What follows belongs to an exercise in optimizing a design on an open flow for small area, a short achievable clock period and few clock cycles; a production flow would make more cautious choices. Only simulation tests tie the RTL to the original design; equivalence was not proved. Power is estimated from default activity; no workload was simulated.

== juniper ==
==> flow/design.v (excerpt) <==
module event_sched_top #(
    parameter int NS = 3
) (
    input  logic        clk,
    input  logic        rst_n,
    input  logic [15:0] event_addr,
    input  logic        event_valid,
    output logic        event_ready,
    output logic [15:0] window_addr,
    output logic        window_valid,
    input  logic        window_ready
);
Size: roughly 140 flip-flops, roughly 38 I/O pins, ~0.010 sq mm of cells after synthesis.
Settings: LEC_CHECK=0, ABC_AREA=1, CAP_MARGIN=20, CORE_MARGIN=2, CORE_UTILIZATION=40, CTS_BUF_LIST=sky130_fd_sc_hd__clkbuf_8, SETUP_SLACK_MARGIN=0.5, SLEW_MARGIN=20; clock period 14.5 ns.
standard.sh (not shown) runs the stock make flow with config.mk's settings and CLKGATE_MAP_FILE= SYNTH_SCRIPT=/design/flow/synth_recipe.tcl, a recipe that flattens the netlist after the stock synthesis.
==> flow/flow/run.sh <==
#!/bin/bash
# The standard layout, with faster port buffers than the default choice.
set -euo pipefail
export BUFFER_PORTS_ARGS="-buffer_cell sky130_fd_sc_hd__buf_4"
bash standard.sh finish > standard_flow.log 2>&1
juniper reached the end of the flow, and the finished layout is clean on the timing, DRC and antenna checks.
Testbench counts of juniper, summed over its fixed seeds: cycles 16,611.
## Diff of input files: yarrow against juniper
==> flow/flow/run.sh <==
#!/bin/bash
# The standard layout, with faster port buffers than the default choice, a
# clock tree without dummy loads, and timing repair aiming well past the
# clock period's needs.
set -euo pipefail
export BUFFER_PORTS_ARGS="-buffer_cell sky130_fd_sc_hd__buf_4"
export CTS_ARGS="-sink_clustering_enable -repair_clock_nets -buf_list sky130_fd_sc_hd__clkbuf_8 -dont_use_dummy_load"
bash standard.sh SETUP_SLACK_MARGIN=12 finish > standard_flow.log 2>&1
--- outcome ---
yarrow | stages: all done | timing, DRC, antenna: all pass
Compared with juniper, yarrow shows a lower pin count of the biggest net entering global routing.
[yarrow vs juniper] number of setup buffers added after CTS: higher in yarrow
yarrow against juniper: worst stage delay on the critical path went down by 30 ps, fraction of power consumed by combinational cells went up by 12 points, maximum root-to-sink buffer count was more or less identical.

* * *

event_sched_top, a different RTL version from the one above (not shown whole).
Size in the first run: roughly 1000 cells after synthesis.
clock: 14.5 ns
lec_check: 0
abc_area: 1
cap_margin: 20
core_margin: 2
core_utilization: 40
cts_buf_list: sky130_fd_sc_hd__clkbuf_8
place_density: 0.85
setup_slack_margin: 0.5
slew_margin: 20
==> flow/flow/run.sh <==
#!/bin/bash
# The standard layout (the standard.sh, standard synthesis included), with
# three changes in how it is made:
#  - the ports get plain buffers (buf_1, upsized by repair where timing needs
#    it) in place of the default delay-cell buffers;
#  - the clock tree uses clkbuf_8 and no dummy loads;
#  - timing repair aims for 10.4 ns of setup slack at the design's clock
#    period, so the layout reaches a shorter period than the clock asks for.
# Each tool's full output goes to standard_flow.log in this folder (and ORFS's
# own per-step logs under orfs/logs/).
set -euo pipefail
export BUFFER_PORTS_ARGS="-buffer_cell sky130_fd_sc_hd__buf_1"
export CTS_ARGS="-sink_clustering_enable -repair_clock_nets -buf_list sky130_fd_sc_hd__clkbuf_8 -dont_use_dummy_load"
bash standard.sh SETUP_SLACK_MARGIN=10.4 finish > standard_flow.log 2>&1
The baseline finished clean.
Testbench counts at the start, summed over its fixed seeds: cycles 16,698.
Rerun with:
--- a/flow/flow/run.sh
+++ b/flow/flow/run.sh
@@ -13,2 +13,2 @@
 export CTS_ARGS="-sink_clustering_enable -repair_clock_nets -buf_list sky130_fd_sc_hd__clkbuf_8 -dont_use_dummy_load"
-bash standard.sh SETUP_SLACK_MARGIN=10.4 finish > standard_flow.log 2>&1
+bash standard.sh SETUP_SLACK_MARGIN=10.5 finish > standard_flow.log 2>&1
What happened: Final area climbs by 1.4%; area after synthesis is unchanged; worst hold slack stays flat.
Rerun with:
==> flow/flow/run.sh (replaced) <==
#!/bin/bash
# The standard layout, with faster port buffers than the default choice, a
# clock tree without dummy loads, and timing repair aiming well past the
# clock period's needs.
set -euo pipefail
export BUFFER_PORTS_ARGS="-buffer_cell sky130_fd_sc_hd__buf_1"
export CTS_ARGS="-sink_clustering_enable -repair_clock_nets -buf_list sky130_fd_sc_hd__clkbuf_8 -dont_use_dummy_load"
bash standard.sh SETUP_SLACK_MARGIN=10.4 finish > standard_flow.log 2>&1
Synthesized cell count stays the same.
Via count fell by about 1.6%.
Wire length came out lower by 1.2%.
Synthesized area does not change.
Non-clock buffer count fell by 14.

* * *

## oak
event_sched_top, a different RTL version from the one above (not shown whole).
Size in the first run: roughly 1000 cells after synthesis, about 140 flip-flops, roughly 38 I/O pins.
Settings: LEC_CHECK=0, ABC_AREA=1, CAP_MARGIN=20, CORE_MARGIN=2, CORE_UTILIZATION=40, CTS_BUF_LIST=sky130_fd_sc_hd__clkbuf_8, PLACE_DENSITY=0.85, SETUP_SLACK_MARGIN=0.5, SLEW_MARGIN=20; clock period 14.5 ns.
==> flow/flow/run.sh <==
#!/bin/bash
# The standard layout (the standard.sh, standard synthesis included), with
# three changes in how it is made:
#  - the ports get plain buffers (buf_1, upsized by repair where timing needs
#    it) in place of the default delay-cell buffers;
#  - the clock tree uses clkbuf_8 and no dummy loads;
#  - timing repair aims for 10.6 ns of setup slack at the design's clock
#    period, so the layout reaches a shorter period than the clock asks for.
# Each tool's full output goes to standard_flow.log in this folder (and ORFS's
# own per-step logs under orfs/logs/).
set -euo pipefail
export BUFFER_PORTS_ARGS="-buffer_cell sky130_fd_sc_hd__buf_1"
export CTS_ARGS="-sink_clustering_enable -repair_clock_nets -buf_list sky130_fd_sc_hd__clkbuf_8 -dont_use_dummy_load"
bash standard.sh SETUP_SLACK_MARGIN=10.6 finish > standard_flow.log 2>&1
oak: PASS, flow complete, no timing, DRC or antenna violations
Testbench counts of oak, summed over its fixed seeds: cycles 16,712.
Setup changes, oak to pine
# oak
export LEC_CHECK = 0
export ABC_AREA = 1
export CAP_MARGIN = 20
export CORE_MARGIN = 2
export CORE_UTILIZATION = 40
export CTS_BUF_LIST = sky130_fd_sc_hd__clkbuf_8
export PLACE_DENSITY = 0.85
export SETUP_SLACK_MARGIN = 0.5
export SLEW_MARGIN = 20
create_clock -name core_clock -period 14.5 [get_ports {clk}]
# pine
export LEC_CHECK = 0
export ABC_AREA = 0
export CAP_MARGIN = 20
export CORE_MARGIN = 2
export CORE_UTILIZATION = 40
export CTS_BUF_LIST = sky130_fd_sc_hd__clkbuf_8
export PLACE_DENSITY = 0.85
export SETUP_SLACK_MARGIN = 0.5
export SLEW_MARGIN = 20
create_clock -name core_clock -period 14.5 [get_ports {clk}]
diff --git a/flow/flow/run.sh b/flow/flow/run.sh
--- a/flow/flow/run.sh
+++ b/flow/flow/run.sh
@@ -7 +7 @@
-#  - timing repair aims for 10.6 ns of setup slack at the design's clock
+#  - timing repair aims for 10.5 ns of setup slack at the design's clock
@@ -14 +14 @@
-bash standard.sh SETUP_SLACK_MARGIN=10.6 finish > standard_flow.log 2>&1
+bash standard.sh SETUP_SLACK_MARGIN=10.5 finish > standard_flow.log 2>&1
[summary]
- pine: weighted congestion at the end of routability-driven global placement is 0.014 higher than what oak reported.
- On pine: cell count is 45 lower than what oak gave.
- pine vs oak, met2 track demand over resource in global routing went up by 6.1 points.
- Taking oak as the reference point, the well tap count of pine rises by 14%.
- Run comparison: pine capturing instance or port of the critical path pos[0]; oak capturing instance or port of the critical path window_addr[7]
- Taking oak as the reference, in pine hold slack now larger, worst setup slack saw a decrease, number of filler instances in the final layout grew by 102.
- Fraction of met1 tracks used by global routing: pine > oak
- Comparing oak and pine, the lower critical path depth was measured on oak.
- Between oak and pine, the flow reports total design power increasing by more than 10%.
#### Input delta (birch over pine)
# pine
export LEC_CHECK = 0
export ABC_AREA = 0
export CAP_MARGIN = 20
export CORE_MARGIN = 2
export CORE_UTILIZATION = 40
export CTS_BUF_LIST = sky130_fd_sc_hd__clkbuf_8
export PLACE_DENSITY = 0.85
export SETUP_SLACK_MARGIN = 0.5
export SLEW_MARGIN = 20
create_clock -name core_clock -period 14.5 [get_ports {clk}]
# birch
export LEC_CHECK = 0
export ABC_AREA = 1
export CAP_MARGIN = 20
export CORE_MARGIN = 2
export CORE_UTILIZATION = 40
export CTS_BUF_LIST = sky130_fd_sc_hd__clkbuf_8
export PLACE_DENSITY = 0.85
export SETUP_SLACK_MARGIN = 0.5
export SLEW_MARGIN = 20
export TNS_END_PERCENT = 0
create_clock -name core_clock -period 14.5 [get_ports {clk}]
==> notes.md <==
birch vs. pine: count of buffers not belonging to the clock network in the layout went down by 45. The run showing the greater worst path required time is pine. Comparing pine and birch, number of nets in the layout is lower on pine. In birch, the core box area came out 7.7% below the value in pine. Changes observed in birch relative to pine: global-route usage dropped 3.6 points; core utilization dropped 2.3 points; register fraction of the total cell area climbed 5.2 points.
### birch -> maple
# birch
export LEC_CHECK = 0
export ABC_AREA = 1
export CAP_MARGIN = 20
export CORE_MARGIN = 2
export CORE_UTILIZATION = 40
export CTS_BUF_LIST = sky130_fd_sc_hd__clkbuf_8
export PLACE_DENSITY = 0.85
export SETUP_SLACK_MARGIN = 0.5
export SLEW_MARGIN = 20
export TNS_END_PERCENT = 0
create_clock -name core_clock -period 14.5 [get_ports {clk}]
# maple
export LEC_CHECK = 0
export ABC_AREA = 1
export CAP_MARGIN = 20
export CORE_MARGIN = 2
export CORE_UTILIZATION = 40
export CTS_BUF_LIST = sky130_fd_sc_hd__clkbuf_8
export PLACE_DENSITY = 0.85
export SETUP_SLACK_MARGIN = 0.5
export SLEW_MARGIN = 20
create_clock -name core_clock -period 14.5 [get_ports {clk}]
diff --git a/flow/flow/run.sh b/flow/flow/run.sh
--- a/flow/flow/run.sh
+++ b/flow/flow/run.sh
@@ -13 +13 @@
-export CTS_ARGS="-sink_clustering_enable -repair_clock_nets -buf_list sky130_fd_sc_hd__clkbuf_8 -dont_use_dummy_load"
+export CTS_ARGS="-sink_clustering_enable -repair_clock_nets -root_buf sky130_fd_sc_hd__clkbuf_8 -buf_list {sky130_fd_sc_hd__clkbuf_4 sky130_fd_sc_hd__clkbuf_8} -dont_use_dummy_load"
Notes after the runs:
maple vs birch — routed wire length climbed slightly. Taking birch as the reference, in maple met2 track demand over resource in global routing held steady; final HPWL from detailed placement held steady. maple went all the way through synthesis, placement and routing and the layout is clean on timing, DRC and antenna. The combinational power share number comes out higher for maple vs birch.
#### Input delta (cedar over maple)
diff --git a/flow/flow/run.sh b/flow/flow/run.sh
--- a/flow/flow/run.sh
+++ b/flow/flow/run.sh
@@ -13 +13 @@
-export CTS_ARGS="-sink_clustering_enable -repair_clock_nets -root_buf sky130_fd_sc_hd__clkbuf_8 -buf_list {sky130_fd_sc_hd__clkbuf_4 sky130_fd_sc_hd__clkbuf_8} -dont_use_dummy_load"
+export CTS_ARGS="-sink_clustering_enable -repair_clock_nets -buf_list sky130_fd_sc_hd__clkbuf_8 -dont_use_dummy_load"
==> comparison <==
From maple to cedar the numbers moved as follows: number of antenna violations at the first check in global routing roughly the same, filler cell count roughly the same, part of the total power dissipated in combinational logic roughly the same. From maple to cedar, global-route usage did not move at all. There was hardly any difference in post-CTS clock slew at the launch and capture registers of the worst setup and hold paths between maple and cedar.

-- what the ideal ports hide --
How much do the figures lean on ideal ports? The routed layouts below were timed once more, with nothing changed but the port constraints. Step 1: set_driving_cell puts a clkbuf_16 on clk and a buf_2 on each other input, an assumption about the parent block. Step 2 adds t to the input delays and takes it off the output delays; t is the mean of the earliest and latest rising clock arrival at the registers after step 1. Input paths then give back, and output paths get back, about the clock's delay inside the block. a / b / c = ideal ports / drivers / drivers and shift; a / b = the first two.
run	t, ns	setup WS [ns]	hold slack, ns
juniper	0.492	10.184 / 10.184 / 10.184	0.464 / 0.464 / 0.464
yarrow	0.494	10.469 / 10.428 / 10.719	0.458 / 0.458 / 0.458
the first run of note 2	0.469	10.440 / 10.406 / 10.601	0.483 / 0.483 / 0.483
the second run of note 2	0.466	10.503 / 10.469 / 10.601	0.482 / 0.482 / 0.482
the third run of note 2	0.469	10.440 / 10.406 / 10.601	0.483 / 0.483 / 0.483
oak	0.494	10.488 / 10.451 / 10.658	0.465 / 0.465 / 0.465
pine	0.484	10.409 / 10.409 / 10.196	0.474 / 0.474 / 0.474
birch	0.490	10.394 / 10.356 / 10.441	0.466 / 0.466 / 0.466
maple	0.495	10.492 / 10.456 / 10.710	0.467 / 0.467 / 0.467
cedar	0.495	10.492 / 10.456 / 10.710	0.467 / 0.467 / 0.467
After both steps every run listed still meets setup and hold. The setup slack of pine, which loses most, moves by 0.000 ns with the drivers and by -0.213 ns with both steps.
